Context: an optimization exercise on an open-source flow, tuned for small area, a short achievable clock period and few clock cycles per item. The choices shown serve that exercise and are no tape-out recipe.
Only simulation tests tie the RTL to the original design; equivalence was not proved.

## yarrow
## sbox_subbytes_pipe
module sbox_subbytes_pipe
#(
   parameter int N_BYTES = 16
) (
   input  logic                 clk,
   input  logic                 rst_n,
   input  logic                 in_valid,
   output logic                 in_ready,
   input  logic [8*N_BYTES-1:0] in_data,
   input  logic                 in_inv,
   output logic                 out_valid,
   input  logic                 out_ready,
   output logic [8*N_BYTES-1:0] out_data,
   output logic                 out_inv,
   output logic                 busy
);
   localparam int DW = 8*N_BYTES;
   localparam int NA = 8;    
   localparam int NB = 12;    
   logic                  vld0_q, vld1_q, vld2_q;
   logic                  inv0_q, inv1_q, inv2_q;
   logic [N_BYTES*NA-1:0] a_d, a_q;
   logic [N_BYTES*NB-1:0] b_d, b_q;
   logic [DW-1:0]         sub_d, sub_q;
   logic                  adv;
   assign adv = !vld2_q || out_ready;
   generate
      for (genvar i = 0; i < N_BYTES; i++) begin : g_lane
         sbox_lane_s1 u_s1 (
            .in_byte (in_data[8*i +: 8]),
            .inv     (in_inv),
            .cut     (a_d[NA*i +: NA])
         );
         sbox_lane_s2 u_s2 (
            .cut_in  (a_q[NA*i +: NA]),
            .cut_out (b_d[NB*i +: NB])
         );
         sbox_lane_s3 u_s3 (
            .cut      (b_q[NB*i +: NB]),
            .fwd_byte (sub_d[8*i +: 8])
         );
         sbox_lane_out u_out (
            .fwd_byte (sub_q[8*i +: 8]),
            .inv      (inv2_q),
            .out_byte (out_data[8*i +: 8])
         );
      end
   endgenerate
   always_ff @(posedge clk) begin
      if (!rst_n) begin
         vld0_q <= 1'b0;
         vld1_q <= 1'b0;
         vld2_q <= 1'b0;
      end else begin
         if (adv) vld0_q <= in_valid;
         if (adv) vld1_q <= vld0_q;
         if (adv) vld2_q <= vld1_q;
      end
      if (adv) begin
         a_q    <= a_d;
         inv0_q <= in_inv;
      end
      if (adv) begin
         b_q    <= b_d;
         inv1_q <= inv0_q;
      end
      if (adv) begin
         sub_q  <= sub_d;
         inv2_q <= inv1_q;
      end
   end
   assign in_ready  = adv;
   assign out_valid = vld2_q;
   assign out_inv   = inv2_q;
  ...
Size: ~450 flip-flops, about 270 I/O pins, roughly 36000 sq um of cells after synthesis.
export LEC_CHECK = 0
export ABC_AREA = 1
export CAP_MARGIN = 20
export CELL_PAD_IN_SITES_DETAIL_PLACEMENT = 0
export CELL_PAD_IN_SITES_GLOBAL_PLACEMENT = 1
export CORE_MARGIN = 2
export CORE_UTILIZATION = 60
export CTS_CLUSTER_DIAMETER = 100
export CTS_CLUSTER_SIZE = 30
export PLACE_DENSITY = 0.7
export SETUP_SLACK_MARGIN = 2.05
export SLEW_MARGIN = 20
create_clock -name core_clock -period 5.0 [get_ports {clk}]
standard.sh (not shown) runs the stock make flow with config.mk's settings and CLKGATE_MAP_FILE= SYNTH_SCRIPT=/design/flow/synth_recipe.tcl, a recipe that flattens the netlist after the stock synthesis.
==> flow/flow/run.sh <==
#!/bin/bash
# Own flow: the standard layout (standard.sh) with two changes:
#  - synthesis maps the logic with flow/abc.script in place of ORFS's abc_area.script
#    (registers, flattening and renaming are the standard synthesis's);
#  - the port buffers that the standard flow inserts are sky130_fd_sc_hd__buf_2 cells
#    instead of the tool's default pick.
# Each step's full output goes to its own log file in this folder.
set -euo pipefail
cd "$(dirname "$0")/.."
rm -rf myscripts
cp -r "$FLOW_HOME/scripts" myscripts
cp flow/abc.script myscripts/abc_area.script
bash standard.sh SCRIPTS_DIR="$PWD/myscripts" synth > synth.log 2>&1
bash standard.sh BUFFER_PORTS_ARGS="-buffer_cell sky130_fd_sc_hd__buf_2" finish > layout.log 2>&1
==> flow/flow/abc.script <==
strash
&get -n
&dch -f
&nf -R 1000
&put
topo
stime -c
Testbench counts of yarrow, summed over its fixed seeds: cycles 8,024, items 8,000.
--- input diff yarrow..harbor ---
==> flow/flow/abc.script <==
strash
dch
map -D 3000
topo
stime -c
buffer -c
upsize -c
dnsize -c
==> summary.txt <==
harbor vs. yarrow: global-route wire length before repair rose by about 2.4%; multi-input gate share of the layout cell area fell by 1.5 points; number of sinks on the clock net stayed essentially flat; design area rose by 4.9%.
Here is what was changed in the inputs of quartz compared with harbor.
Settings: SETUP_SLACK_MARGIN now 2.15, was 2.05.
==> flow/flow/abc.script <==
strash
&get -n
&dch -f
&nf -R 1000
&put
topo
stime -c
==> comparison <==
Against harbor, highest achievable clock rate in quartz rose by a few percent.
Taking harbor as the reference, in quartz clock latency on the worst-skew pair was more or less identical, cell count after synthesis went down by 684, amount of wire on met3 after detailed routing went down by about 7%, tightest slew margin relative to the limit went down by 9.9 points.
Going from harbor to quartz, final instance area saw a decrease; total wirelength of the detailed-routed design grew by 4.6%.
Summary: with harbor as the reference, HPWL reported at the end of detailed placement in quartz moved down by a few percent.
[inputs] sierra vs quartz
Settings: changing SETUP_SLACK_MARGIN from 2.15 to 2.0; changing CORE_UTILIZATION from 60 to 50; removing CTS_CLUSTER_SIZE (formerly 30); setting CTS_BUF_LIST to sky130_fd_sc_hd__clkbuf_8 for the first time; removing CTS_CLUSTER_DIAMETER (formerly 100); changing PLACE_DENSITY from 0.7 to 0.62.
==> flow/flow/abc.script <==
strash
dch
map -D 3000
topo
stime -c
buffer -c
upsize -c
dnsize -c
Findings:
sierra: flow completed, timing, DRC and antenna clean
sierra against quartz; sum of routed wire length over all layers is up by a little under 10%.
On synthesized cell area: between sierra and quartz, it ends up higher for sierra.
Summary of the comparison: count of cells resized by post-cts repair is lower in sierra, relative to quartz.
Of sierra and quartz, the higher count of clock-net buffers in the final layout belongs to sierra.
sierra vs. quartz: mean instance size in the synthesized netlist went down by 1.1 sq um.
Going from quartz to sierra, area growth from synthesis to layout grows by 0.44 points.

-- static timing again, ports no longer ideal --
Ports are ideal in the flow. The routed layouts listed here were re-timed in OpenROAD. Step 1 (the two cells are an assumption about what drives the block):
set clk [get_ports {clk}]
set_driving_cell -lib_cell sky130_fd_sc_hd__clkbuf_16 $clk
set_driving_cell -lib_cell sky130_fd_sc_hd__buf_2 [delete_from_list [all_inputs] $clk]
Step 2 moves the port delays by t, midway between the first and last clock arrival at a register: inputs arrive t later, outputs are due t later. That takes back most of the time a late clock gives input paths. a / b / c = no drivers / after step 1 / after step 2; a / b = the first two.
| run | t, ns | slack for setup (ns) | cell pins on the clock port's net |
|---|---|---|---|
| yarrow | 0.626 | 2.112 / 2.044 / 1.692 | 1 |
| harbor | 0.619 | 2.087 / 2.020 / 1.729 | 1 |
| quartz | 0.627 | 2.151 / 2.084 / 1.729 | 1 |
| sierra | 0.716 | 2.036 / 1.972 / 1.850 | 1 |
After both steps setup and hold are still met in every run listed. The setup slack of quartz, which loses most, moves by -0.067 ns with the drivers and by -0.422 ns with both steps.
